Background: an optimization exercise with open tools, aiming at small area, a short achievable clock period and few clock cycles per item. Do not read the settings as production practice.
Where RTL was checked, it was by simulation tests only, not by an equivalence proof against the original.
No activity file was given, so power comes from the tool's default toggle rates.

Design longest_prefix_route_lookup, start of the top module:
module longest_prefix_route_lookup
(
    input  logic               clk,
    input  logic               rst_n,
    input  logic               req_valid,
    output logic               req_ready,
    input  logic               req_func,
    input  logic [INDEX_W-1:0] req_entry_index,
    input  logic               req_entry_valid,
    input  logic [ADDR_W-1:0]  req_entry_prefix,
    input  logic [ADDR_W-1:0]  req_entry_mask,
    input  logic [ADDR_W-1:0]  req_lookup_addr,
    output logic               rsp_valid,
    input  logic               rsp_ready,
    output logic               rsp_hit,
    output logic [INDEX_W-1:0] rsp_best_index,
    output logic [LEN_W-1:0]   rsp_best_length
);
export LEC_CHECK = 0
export ABC_CLOCK_PERIOD_IN_PS = 2500
export CAP_MARGIN = 20
export CORE_MARGIN = 2
export CORE_UTILIZATION = 40
export SETUP_SLACK_MARGIN = 2.8
export SLEW_MARGIN = 20
export TNS_END_PERCENT = 5
create_clock -name core_clock -period 5.0 [get_ports {clk}]
standard.sh (not shown) runs the stock make flow with config.mk's settings and CLKGATE_MAP_FILE= SYNTH_SCRIPT=/design/flow/synth_recipe.tcl, a recipe that flattens the netlist after the stock synthesis.
==> flow/flow/run.sh <==
#!/bin/bash
# The standard layout with a few changes:
#  - port buffers are buf_2 instead of the delay cell buffer_ports picks by default
#  - the resizer may swap a cell for one with another footprint
#  - clock tree: large sink clusters of clkbuf_16, no dummy loads
#  - after the standard synthesis, each mux2i_1 whose select net drives four
#    or more of them becomes an a22oi_1 fed by one shared inverter of that
#    net (same function, smaller); the rewrite is kept only if Yosys proves
#    the netlists equivalent. Registers are not touched.
set -uo pipefail
W=$PWD
VARS=(
  MATCH_CELL_FOOTPRINT=0
  "BUFFER_PORTS_ARGS=-buffer_cell sky130_fd_sc_hd__buf_2"
  "CTS_ARGS=-sink_clustering_enable -repair_clock_nets -buf_list sky130_fd_sc_hd__clkbuf_16 -sink_clustering_size 28 -sink_clustering_max_diameter 120 -dont_use_dummy_load"
)
bash standard.sh "${VARS[@]}" synth > synth.log 2>&1
R=$W/orfs/results/sky130hd/longest_prefix_route_lookup/base
LIB=$FLOW_HOME/platforms/sky130hd/lib/sky130_fd_sc_hd__tt_025C_1v80.lib
if [[ -f $R/1_2_yosys.v ]]; then
  cp $R/1_2_yosys.v $W/standard_1_2_yosys.v
  if python3 $W/flow/remap.py $W/standard_1_2_yosys.v $W/remap_1_2_yosys.v 4 > remap.log 2>&1; then
    sed -e "s#@LIB@#$LIB#" -e "s#@GOLD@#$W/standard_1_2_yosys.v#" -e "s#@GATE@#$W/remap_1_2_yosys.v#" \
      $W/flow/eq.ys.in > $W/eq.ys
    if yosys -q $W/eq.ys > eq.log 2>&1; then
      echo "equivalent: using the rewritten netlist" >> remap.log
      cp $W/remap_1_2_yosys.v $R/1_2_yosys.v
      rm -f $R/1_synth.odb $R/1_synth.sdc
    else
      echo "not proven equivalent: keeping the standard netlist" >> remap.log
    fi
  fi
fi
bash standard.sh "${VARS[@]}" finish > flow.log 2>&1
Other scripts of this flow, unchanged in this note and not shown: flow/flow/eq.ys.in, flow/flow/remap.py
The first run finished clean.
Edit:
--- a/flow/design.v
+++ b/flow/design.v
@@ -86,27 +86,28 @@
     end
     assign idx = best[0] ? idx11 : (best[1] ? idx1x : idx_all);
 endmodule
 import lprl_pkg::*;
 module lprl_dp
 (
     input  logic [ADDR_W-1:0]              addr,
     input  logic [ENTRIES-1:0][ADDR_W-1:0] c1,
     input  logic [ENTRIES-1:0][ADDR_W-1:0] c0,
-    output logic [2:0][ENTRIES-1:0]        match_q
+    output logic [3:0][ENTRIES-1:0]        match_q
 );
     always_comb
     begin
-        for (int i = 0; i < ENTRIES; i++)
+        for (int q = 0; q < 4; q++)
         begin
-            match_q[2][i] = (((c1[i][31:21] & ~addr[31:21]) | (c0[i][31:21] & addr[31:21])) == '0);
-            match_q[1][i] = (((c1[i][20:10] & ~addr[20:10]) | (c0[i][20:10] & addr[20:10])) == '0);
-            match_q[0][i] = (((c1[i][9:0]   & ~addr[9:0])   | (c0[i][9:0]   & addr[9:0]))   == '0);
+            for (int i = 0; i < ENTRIES; i++)
+            begin
+                match_q[q][i] = (((c1[i][8*q +: 8] & ~addr[8*q +: 8]) | (c0[i][8*q +: 8] & addr[8*q +: 8])) == '0);
+            end
         end
     end
 endmodule
 import lprl_pkg::*;
 module longest_prefix_route_lookup
 (
     input  logic               clk,
     input  logic               rst_n,
     input  logic               req_valid,
@@ -133,19 +134,19 @@
     logic               adv;
     logic               acc;
     logic               wr;
     logic [ENTRIES-1:0] wr_sel;
     logic [ADDR_W-1:0]  wr_c1;
     logic [ADDR_W-1:0]  wr_c0;
     logic [LEN_W-1:0]   wr_len;
     logic [LEN_W-1:0]   wr_key;
     logic               s1_v;
-    logic [2:0][ENTRIES-1:0] s1_q;
+    logic [3:0][ENTRIES-1:0] s1_q;
     logic [ENTRIES-1:0] s1_alive;
     logic               s2_v;
     logic [ENTRIES-1:0] s2_alive;
     logic [1:0]         s2_key;
     logic               s3_v;
     logic [ENTRIES-1:0] s3_alive;
     logic [3:0]         s3_key;
     logic               wa_v;
     logic [INDEX_W-1:0] wa_idx;
@@ -217,36 +218,36 @@
             begin
                 if (wr_sel[i])
                 begin
                     c1_b0[i] <= wr_c1[0];
                     c0_b0[i] <= wr_c0[0];
                 end
             end
         end
     end
-    logic [2:0][ENTRIES-1:0] match_q;
+    logic [3:0][ENTRIES-1:0] match_q;
     logic [ENTRIES-1:0][ADDR_W-1:0] c1_all;
     logic [ENTRIES-1:0][ADDR_W-1:0] c0_all;
     always_comb
     begin
         for (int i = 0; i < ENTRIES; i++)
         begin
             c1_all[i] = {c1_mem[i], c1_b0[i]};
             c0_all[i] = {c0_mem[i], c0_b0[i]};
         end
     end
     lprl_dp u_dp (
         .addr     (req_lookup_addr),
         .c1       (c1_all),
         .c0       (c0_all),
         .match_q  (match_q)
     );
-    assign s1_alive = s1_q[2] & s1_q[1] & s1_q[0];
+    assign s1_alive = s1_q[3] & s1_q[2] & s1_q[1] & s1_q[0];
     logic [ENTRIES-1:0] k4, k3, k2, k1, k0, kf;
     logic [ENTRIES-1:0] alive2, alive3;
     logic [1:0]         best43, best21, best0f;
     always_comb
     begin
         for (int i = 0; i < ENTRIES; i++)
         begin
             k4[i] = k43_mem[i][1];
             k3[i] = k43_mem[i][0];
@@ -261,20 +262,20 @@
     logic               enc_hit;
     logic [INDEX_W-1:0] enc_idx;
     logic [LEN_W-1:0]   enc_len;
     lprl_step1 u_st0f (.alive_in(s3_alive), .b1(k0), .b0(kf), .hit(enc_hit), .idx(enc_idx), .best(best0f));
     assign enc_len = best0f[0] ? LEN_W'(32) : {1'b0, s3_key, best0f[1]};
     always_ff @(posedge clk)
     begin
         if (adv)
         begin
-            s1_q[2]  <= (req_func == 1'b1) ? match_q[2] : '0;
-            s1_q[1:0] <= match_q[1:0];
+            s1_q[3]  <= (req_func == 1'b1) ? match_q[3] : '0;
+            s1_q[2:0] <= match_q[2:0];
             s2_alive <= alive2;
             s2_key   <= best43;
             s3_alive <= alive3;
             s3_key   <= {s2_key, best21};
             wa_idx   <= req_entry_index;
             wa_key   <= wr_key;
             wb_idx   <= wa_idx;
             wb_key   <= {wa_key[0], wa_key[5]};
         end
=>
- The changed run completed with no timing, DRC or antenna violations
- worst setup slack gains 0.050 ns
- die area climbs by 0.45%
- via count drops by 3.0%
- total power drops by 0.38%
- wire length drops by 5.8%
- synthesized area climbs by 0.46%
- design area drops by 0.33%
- register-to-register slack hardly moves
- clock power barely changes
Testbench counts after the change, summed over its fixed seeds: cycles 2,560, items 2,528.
No functional check of the RTL was part of the first run of this note.

[re-timing with driven ports]
Ports are ideal in the flow. The routed layouts listed here were re-timed in OpenROAD. Step 1 (the two cells are an assumption about what drives the block):
set clk [get_ports {clk}]
set_driving_cell -lib_cell sky130_fd_sc_hd__clkbuf_16 $clk
set_driving_cell -lib_cell sky130_fd_sc_hd__buf_2 [delete_from_list [all_inputs] $clk]
Step 2, shift: input delay + t, output delay - t, t = (earliest + latest rising clock arrival at the registers) / 2. This alone moves slack from input paths to output paths. a / b / c = ideal ports / drivers / drivers and shift; a / b = the first two.
| run | shift t [ns] | setup slack, ns | worst register clock-pin slew, ns |
|---|---|---|---|
| the first run | 0.724 | 2.600 / 2.630 / 1.906 | 0.11 / 0.11 |
| the second run | 0.738 | 2.650 / 2.580 / 1.989 | 0.12 / 0.12 |
After both steps every run listed still meets setup and hold. The setup slack of the first run, which loses most, moves by +0.030 ns with the drivers and by -0.694 ns with both steps.
